This is an optimization exercise on Yosys and OpenROAD, whose aim is small area and a short achievable clock period, not a production implementation.
Only simulation tests tie the RTL to the original design; equivalence was not proved.
Power figures rest on the tool's default switching activity, not on a simulated workload.

==> run Y: inputs <==
==> flow/design.v <==
package mips_processor_pkg;
  typedef enum logic [3:0] {
    OP_NOP, OP_LI, OP_ADD, OP_SUB, OP_AND, OP_OR, OP_XOR, OP_NOT, OP_SLL, OP_MOV, OP_COMP
  } opcode_t;
  localparam int OP_LSB = 28;
  localparam int RD_LSB = 24;
  localparam int RS_LSB = 20;
  localparam int RT_LSB = 16;
  localparam int IMM_W  = 16;
endpackage
import mips_processor_pkg::*;
module mips_alu
#(
  parameter int W = 32
) (
  input  logic [3:0]     op,
  input  logic [W-1:0]   a,
  input  logic [W-1:0]   b,
  input  logic [4:0]     shamt,
  output logic [W-1:0]   result,
  output logic           carry,
  output logic           overflow,
  output logic           eq
);
  logic [W-1:0] bb;
  logic [W:0]   sum;
  always_comb begin
    bb       = (op == OP_SUB) ? ~b : b;
    sum      = {1'b0, a} + {1'b0, bb} + {{W{1'b0}}, op == OP_SUB};
    carry    = sum[W];
    overflow = (a[W-1] == bb[W-1]) && (sum[W-1] != a[W-1]);
    eq       = a == b;
    case (op)
      OP_LI:   result = b;
      OP_ADD:  result = sum[W-1:0];
      OP_SUB:  result = sum[W-1:0];
      OP_AND:  result = a & b;
      OP_OR:   result = a | b;
      OP_XOR:  result = a ^ b;
      OP_NOT:  result = ~a;
      OP_SLL:  result = a << shamt;
      OP_MOV:  result = a;
      OP_COMP: result = {{(W-1){1'b0}}, eq};
      default: result = '0;
    endcase
  end
endmodule
import mips_processor_pkg::*;
module mips_processor
#(
  parameter int aBit = 6,
  parameter int nBit = 32
) (
  input  logic            clk,
  input  logic            rst,
  input  logic            request,
  input  logic [aBit-1:0] addr,
  input  logic [nBit-1:0] din,
  output logic [nBit-1:0] dout,
  output logic            acknowledge,
  output logic            carry,
  output logic            overflow,
  output logic            equal
);
  logic [nBit-1:0] imem [2**aBit];
  logic [nBit-1:0] regs [16];
  logic [aBit-1:0] pc;
  logic [nBit-1:0] ir;
  logic [3:0]      op;
  logic [nBit-1:0] a, b, res;
  logic            alu_c, alu_v, alu_eq, we;
  assign acknowledge = request;
  assign op = ir[OP_LSB +: 4];
  assign a  = regs[ir[RS_LSB +: 4]];
  assign b  = (op == OP_LI) ? {{(nBit-IMM_W){ir[IMM_W-1]}}, ir[IMM_W-1:0]} : regs[ir[RT_LSB +: 4]];
  assign we = (op != OP_NOP) && (op <= OP_COMP);
  mips_alu #(.W(nBit)) alu (
    .op(op), .a(a), .b(b), .shamt(ir[4:0]),
    .result(res), .carry(alu_c), .overflow(alu_v), .eq(alu_eq)
  );
  always_ff @(posedge clk)
    if (request) imem[addr] <= din;
  always_ff @(posedge clk or posedge rst) begin
    if (rst) begin
      pc       <= aBit'(1);
      ir       <= '0;
      dout     <= '0;
      carry    <= 1'b0;
      overflow <= 1'b0;
      equal    <= 1'b0;
      for (int i = 0; i < 16; i++) regs[i] <= '0;
    end else if (!request) begin
      ir <= imem[pc];
      pc <= pc + 1'b1;
      if (we) begin
        regs[ir[RD_LSB +: 4]] <= res;
        dout                  <= res;
      end
      if (op == OP_ADD || op == OP_SUB) begin
        carry    <= alu_c;
        overflow <= alu_v;
      end
      if (op == OP_COMP) equal <= alu_eq;
    end
  end
endmodule
==> flow/run.sh <==
#!/bin/bash
# synth_recipe.tcl (not shown) runs the flow's synth.tcl, then flattens the netlist and writes it again
# the make line also repeats each setting of config.mk as NAME=value (left out here)
make -C /OpenROAD-flow-scripts/flow DESIGN_CONFIG=/design/flow/config.mk WORK_HOME=/design/flow/orfs CLKGATE_MAP_FILE= SYNTH_SCRIPT=/design/flow/synth_recipe.tcl finish
==> flow/config.mk <==
export PLATFORM = sky130hd
export DESIGN_NAME = mips_processor
export DESIGN_NICKNAME = mips_processor
export VERILOG_FILES = /design/flow/design.v
export SDC_FILE = /design/flow/constraint.sdc
export NUM_CORES = 4
export LEC_CHECK = 0
export CAP_MARGIN = 20
export CORE_MARGIN = 2
export CORE_UTILIZATION = 40
export SLEW_MARGIN = 20
==> flow/constraint.sdc <==
create_clock -name core_clock -period 8.5 [get_ports {clk}]
set_input_delay 1.7000 -clock core_clock [delete_from_list [all_inputs] [get_ports {clk}]]
set_output_delay 1.7000 -clock core_clock [all_outputs]
set_load 0.01 [all_outputs]
==> run A (differences from run Y) <==
==> flow/design.v (replaced) <==
package mips_processor_pkg;
  localparam logic [3:0] OP_NOP  = 4'h0;
  localparam logic [3:0] OP_LI   = 4'h1;
  localparam logic [3:0] OP_ADD  = 4'h2;
  localparam logic [3:0] OP_SUB  = 4'h3;
  localparam logic [3:0] OP_AND  = 4'h4;
  localparam logic [3:0] OP_OR   = 4'h5;
  localparam logic [3:0] OP_XOR  = 4'h6;
  localparam logic [3:0] OP_NOT  = 4'h7;
  localparam logic [3:0] OP_SLL  = 4'h8;
  localparam logic [3:0] OP_MOV  = 4'h9;
  localparam logic [3:0] OP_COMP = 4'hA;
  localparam int OP_LSB = 28;
  localparam int RD_LSB = 24;
  localparam int RS_LSB = 20;
  localparam int RT_LSB = 16;
  localparam int IMM_W  = 16;
  localparam int CW = 21;
endpackage
module mips_alu
#(
  parameter int W = 32
) (
  input  logic           op_as,     
  input  logic           op_sub,
  input  logic           op_and,
  input  logic           op_or,
  input  logic           op_xor,
  input  logic           op_sll,
  input  logic           op_comp,
  input  logic [W-1:0]   a,
  input  logic [W-1:0]   b,
  output logic [W-1:0]   result,
  output logic           carry,
  output logic           overflow,
  output logic           eq
);
  logic [W-1:0] bb;
  logic [W:0]   sum;
  always_comb begin
    bb       = op_sub ? ~b : b;
    sum      = {1'b0, a} + {1'b0, bb} + {{W{1'b0}}, op_sub};
    carry    = sum[W];
    overflow = (a[W-1] == bb[W-1]) && (sum[W-1] != a[W-1]);
    eq       = a == b;
    result   = ({W{op_as}}  & sum[W-1:0])
             | ({W{op_and}} & (a & b))
             | ({W{op_or}}  & (a | b))
             | ({W{op_xor}} & (a ^ b))
             | ({W{op_sll}} & (a << b[4:0]))
             | {{(W-1){1'b0}}, op_comp & eq};
  end
endmodule
import mips_processor_pkg::*;
module mips_processor
#(
  parameter int aBit = 6,
  parameter int nBit = 32
) (
  input  logic            clk,
  input  logic            rst,
  input  logic            request,
  input  logic [aBit-1:0] addr,
  input  logic [nBit-1:0] din,
  output logic [nBit-1:0] dout,
  output logic            acknowledge,
  output logic            carry,
  output logic            overflow,
  output logic            equal
);
  logic [CW-1:0]   imem [2**aBit];
  logic [nBit-1:0] regs [16];
  logic [15:0]     valid;
  logic [aBit-1:0] pc;
  logic            e_we, e_as, e_sub, e_and, e_or, e_xor, e_sll, e_comp;
  logic [3:0]      e_rd;
  logic [nBit-1:0] opa, opb;
  logic [nBit-1:0] res;
  logic            alu_c, alu_v, alu_eq;
  assign acknowledge = request;
  logic [CW-1:0] din_c;
  always_comb begin
    din_c        = '0;
    din_c[19:16] = din[RD_LSB +: 4];
    if (din[OP_LSB +: 4] == OP_LI) begin
      din_c[20]   = 1'b1;
      din_c[15:0] = din[15:0];
    end else begin
      din_c[15:12] = (din[OP_LSB +: 4] > OP_COMP) ? OP_NOP : din[OP_LSB +: 4];
      din_c[11:8]  = din[RS_LSB +: 4];
      din_c[4:0]   = (din[OP_LSB +: 4] == OP_SLL) ? din[4:0] : {1'b0, din[RT_LSB +: 4]};
    end
  end
  always_ff @(posedge clk)
    if (request) imem[addr] <= din_c;
  logic [CW-1:0] w;
  logic          f_li, f_as, f_sub, f_and, f_or, f_xor, f_sll, f_comp, f_mov, f_not, f_we;
  logic [3:0]    f_op, f_rs, f_rt;
  assign w      = imem[pc];
  assign f_li   = w[20];
  assign f_op   = w[15:12];
  assign f_rs   = w[11:8];
  assign f_rt   = w[3:0];
  assign f_as   = !f_li && (f_op == OP_ADD || f_op == OP_SUB);
  assign f_sub  = !f_li && f_op == OP_SUB;
  assign f_and  = !f_li && f_op == OP_AND;
  assign f_mov  = !f_li && f_op == OP_MOV;
  assign f_not  = !f_li && f_op == OP_NOT;
  assign f_or   = f_li || (f_op == OP_OR) || f_mov;
  assign f_xor  = !f_li && (f_op == OP_XOR || f_op == OP_NOT);
  assign f_sll  = !f_li && f_op == OP_SLL;
  assign f_comp = !f_li && f_op == OP_COMP;
  assign f_we   = f_li || f_op != OP_NOP;
  logic [nBit-1:0] ra, rb, na, nb;
  assign ra = (e_we && e_rd == f_rs) ? res : (valid[f_rs] ? regs[f_rs] : '0);
  assign rb = (e_we && e_rd == f_rt) ? res : (valid[f_rt] ? regs[f_rt] : '0);
  always_comb begin
    na = f_li ? '0 : ra;
    if (f_li || f_sll) nb = {{(nBit-IMM_W){w[IMM_W-1]}}, w[IMM_W-1:0]};
    else if (f_mov)    nb = '0;
    else if (f_not)    nb = '1;
    else               nb = rb;
  end
  mips_alu #(.W(nBit)) alu (
    .op_as(e_as), .op_sub(e_sub), .op_and(e_and), .op_or(e_or), .op_xor(e_xor),
    .op_sll(e_sll), .op_comp(e_comp), .a(opa), .b(opb),
    .result(res), .carry(alu_c), .overflow(alu_v), .eq(alu_eq)
  );
  always_ff @(posedge clk or posedge rst) begin
    if (rst) begin
      pc       <= aBit'(1);
      e_we     <= 1'b0;
      e_as     <= 1'b0;
      e_sub    <= 1'b0;
      e_and    <= 1'b0;
      e_or     <= 1'b0;
      e_xor    <= 1'b0;
      e_sll    <= 1'b0;
      e_comp   <= 1'b0;
      dout     <= '0;
      carry    <= 1'b0;
      overflow <= 1'b0;
      equal    <= 1'b0;
      valid    <= '0;
    end else if (!request) begin
      pc     <= pc + 1'b1;
      e_we   <= f_we;
      e_as   <= f_as;
      e_sub  <= f_sub;
      e_and  <= f_and;
      e_or   <= f_or;
      e_xor  <= f_xor;
      e_sll  <= f_sll;
      e_comp <= f_comp;
      if (e_we) begin
        valid[e_rd] <= 1'b1;
        dout        <= res;
      end
      if (e_as) begin
        carry    <= alu_c;
        overflow <= alu_v;
      end
      if (e_comp) equal <= alu_eq;
    end
  end
  always_ff @(posedge clk)
    if (!request) begin
      e_rd <= w[19:16];
      opa  <= na;
      opb  <= nb;
      if (e_we) regs[e_rd] <= res;
    end
endmodule
==> run D (differences from run Y) <==
==> flow/design.v (replaced) <==
package mips_processor_pkg;
  localparam logic [3:0] OP_NOP  = 4'h0;
  localparam logic [3:0] OP_LI   = 4'h1;
  localparam logic [3:0] OP_ADD  = 4'h2;
  localparam logic [3:0] OP_SUB  = 4'h3;
  localparam logic [3:0] OP_AND  = 4'h4;
  localparam logic [3:0] OP_OR   = 4'h5;
  localparam logic [3:0] OP_XOR  = 4'h6;
  localparam logic [3:0] OP_NOT  = 4'h7;
  localparam logic [3:0] OP_SLL  = 4'h8;
  localparam logic [3:0] OP_MOV  = 4'h9;
  localparam logic [3:0] OP_COMP = 4'hA;
  localparam int OP_LSB = 28;
  localparam int RD_LSB = 24;
  localparam int RS_LSB = 20;
  localparam int RT_LSB = 16;
  localparam int IMM_W  = 16;
  localparam int CW = 21;
endpackage
import mips_processor_pkg::*;
module mips_alu
#(
  parameter int W = 32
) (
  input  logic [3:0]     op,
  input  logic           li,
  input  logic [15:0]    imm,
  input  logic [W-1:0]   a,
  input  logic [W-1:0]   b,
  output logic [W-1:0]   result,
  output logic           carry,
  output logic           overflow,
  output logic           eq
);
  logic [W-1:0] bb;
  logic [W:0]   sum;
  logic         sub;
  always_comb begin
    sub      = (op == OP_SUB);
    bb       = sub ? ~b : b;
    sum      = {1'b0, a} + {1'b0, bb} + {{W{1'b0}}, sub};
    carry    = sum[W];
    overflow = (a[W-1] == bb[W-1]) && (sum[W-1] != a[W-1]);
    eq       = a == b;
    if (li) result = {{(W-IMM_W){imm[IMM_W-1]}}, imm};
    else case (op)
      OP_ADD:  result = sum[W-1:0];
      OP_SUB:  result = sum[W-1:0];
      OP_AND:  result = a & b;
      OP_OR:   result = a | b;
      OP_XOR:  result = a ^ b;
      OP_NOT:  result = ~a;
      OP_SLL:  result = a << imm[4:0];
      OP_MOV:  result = a;
      OP_COMP: result = {{(W-1){1'b0}}, eq};
      default: result = 'x;
    endcase
  end
endmodule
import mips_processor_pkg::*;
module mips_processor
#(
  parameter int aBit = 6,
  parameter int nBit = 32
) (
  input  logic            clk,
  input  logic            rst,
  input  logic            request,
  input  logic [aBit-1:0] addr,
  input  logic [nBit-1:0] din,
  output logic [nBit-1:0] dout,
  output logic            acknowledge,
  output logic            carry,
  output logic            overflow,
  output logic            equal
);
  logic [CW-1:0]   imem [2**aBit];
  logic [nBit-1:0] regs [16];
  logic [15:0]     valid;
  logic [aBit-1:0] pc;
  logic            ir_li;
  logic [3:0]      ir_op;
  logic [15:0]     ir_lo;
  logic [3:0]      rd, rs, rt;
  logic [nBit-1:0] a, b, res;
  logic            alu_c, alu_v, alu_eq, we;
  logic [CW-1:0]   fetched;
  logic [3:0]      imem_rd;
  assign acknowledge = request;
  assign rd = imem_rd;
  assign rs = ir_lo[11:8];
  assign rt = ir_lo[3:0];
  assign a  = valid[rs] ? regs[rs] : '0;
  assign b  = valid[rt] ? regs[rt] : '0;
  assign we = ir_li || (ir_op != OP_NOP);
  mips_alu #(.W(nBit)) alu (
    .op(ir_op), .li(ir_li), .imm(ir_lo), .a(a), .b(b),
    .result(res), .carry(alu_c), .overflow(alu_v), .eq(alu_eq)
  );
  logic [CW-1:0] din_c;
  always_comb begin
    din_c        = '0;
    din_c[19:16] = din[RD_LSB +: 4];
    if (din[OP_LSB +: 4] == OP_LI) begin
      din_c[20]   = 1'b1;
      din_c[15:0] = din[15:0];
    end else begin
      din_c[15:12] = (din[OP_LSB +: 4] > OP_COMP) ? OP_NOP : din[OP_LSB +: 4];
      din_c[11:8]  = din[RS_LSB +: 4];
      din_c[4:0]   = (din[OP_LSB +: 4] == OP_SLL) ? din[4:0] : {1'b0, din[RT_LSB +: 4]};
    end
  end
  always_ff @(posedge clk)
    if (request) imem[addr] <= din_c;
  assign fetched = imem[pc];
  always_ff @(posedge clk or posedge rst) begin
    if (rst) begin
      ir_li <= 1'b0;
      ir_op <= OP_NOP;
    end else if (!request) begin
      ir_li <= fetched[20];
      ir_op <= fetched[20] ? OP_NOP : fetched[15:12];
    end
  end
  always_ff @(posedge clk)
    if (!request) begin
      imem_rd <= fetched[19:16];
      ir_lo   <= fetched[15:0];
    end
  always_ff @(posedge clk or posedge rst) begin
    if (rst) begin
      pc       <= aBit'(1);
      dout     <= '0;
      carry    <= 1'b0;
      overflow <= 1'b0;
      equal    <= 1'b0;
      valid    <= '0;
    end else if (!request) begin
      pc <= pc + 1'b1;
      if (we) begin
        valid[rd] <= 1'b1;
        dout      <= res;
      end
      if (ir_op == OP_ADD || ir_op == OP_SUB) begin
        carry    <= alu_c;
        overflow <= alu_v;
      end
      if (ir_op == OP_COMP) equal <= alu_eq;
    end
  end
  always_ff @(posedge clk)
    if (!request && we) regs[rd] <= res;
endmodule
==> notes.md <==
Dpl cells: run Y 10610; run A 8508; run D 7707
Signal buffers share of area: run Y 2.108%; run A 2.323%; run D 2.079%
Syn nets: run Y 7223; run A 5891; run D 5108
Clock network power: run Y 12.2 mW; run A 8.82 mW; run D 9.00 mW
Maximum count of clock buffers along a single path: run Y 4; run A 3; run D 3
Gate count of the mapped netlist: run Y 7085; run A 5740; run D 4975
Relative slew slack: run Y 15.41%; run A 18.93%; run D 30.74%
Starting density of the core: run Y 40.25%; run A 40.17%; run D 40.32%
Count of inverters not on the clock network in the layout: run Y 94; run A 122; run D 86
Cell variety after synth: run Y 106; run A 94; run D 81
Post-route clock period utilization: run Y 86.65%; run A 74.86%; run D 78.24%
Final WL: run Y 372.3 mm; run A 268.0 mm; run D 241.4 mm
Run status: run Y timing/DRC/antenna clean; run A timing/DRC/antenna clean; run D timing/DRC/antenna clean
End of the worst register-to-register path: run Y regs[1][26]; run A opb[28]; run D regs[6][24]
CP dominant cell by count: run Y sky130_fd_sc_hd__o21ai_0; run A sky130_fd_sc_hd__mux4_2; run D -
HPWL reported at the end of detailed placement: run Y 224.8 mm; run A 155.4 mm; run D 139.2 mm

==> separate check: timing with driven ports <==
How much do the figures lean on ideal ports? The routed layouts below were timed once more, with nothing changed but the port constraints.
Step 1, drivers: a clkbuf_16 drives clk and a buf_2 each remaining input, both assumed.
Step 2, shift: input delay + t, output delay - t, t = (earliest + latest rising clock arrival at the registers) / 2. This alone moves slack from input paths to output paths.
Slacks: ideal ports / drivers / drivers and shift; pairs: ideal ports / drivers.
run | shift t [ns] | slack for setup (ns) | worst setup path at the end | clock arrival spread, ns | worst slew at a driven data input, ns
run Y | 0.980 | 1.135 / 1.135 / 1.135 | register to register | 0.093 / 0.093 | 0.20
run A | 0.912 | 2.137 / 2.137 / 2.137 | register to register | 0.099 / 0.099 | 0.04
run D | 0.902 | 1.849 / 1.849 / 1.849 | register to register | 0.095 / 0.095 | 0.10
After both steps every run listed still meets setup and hold.
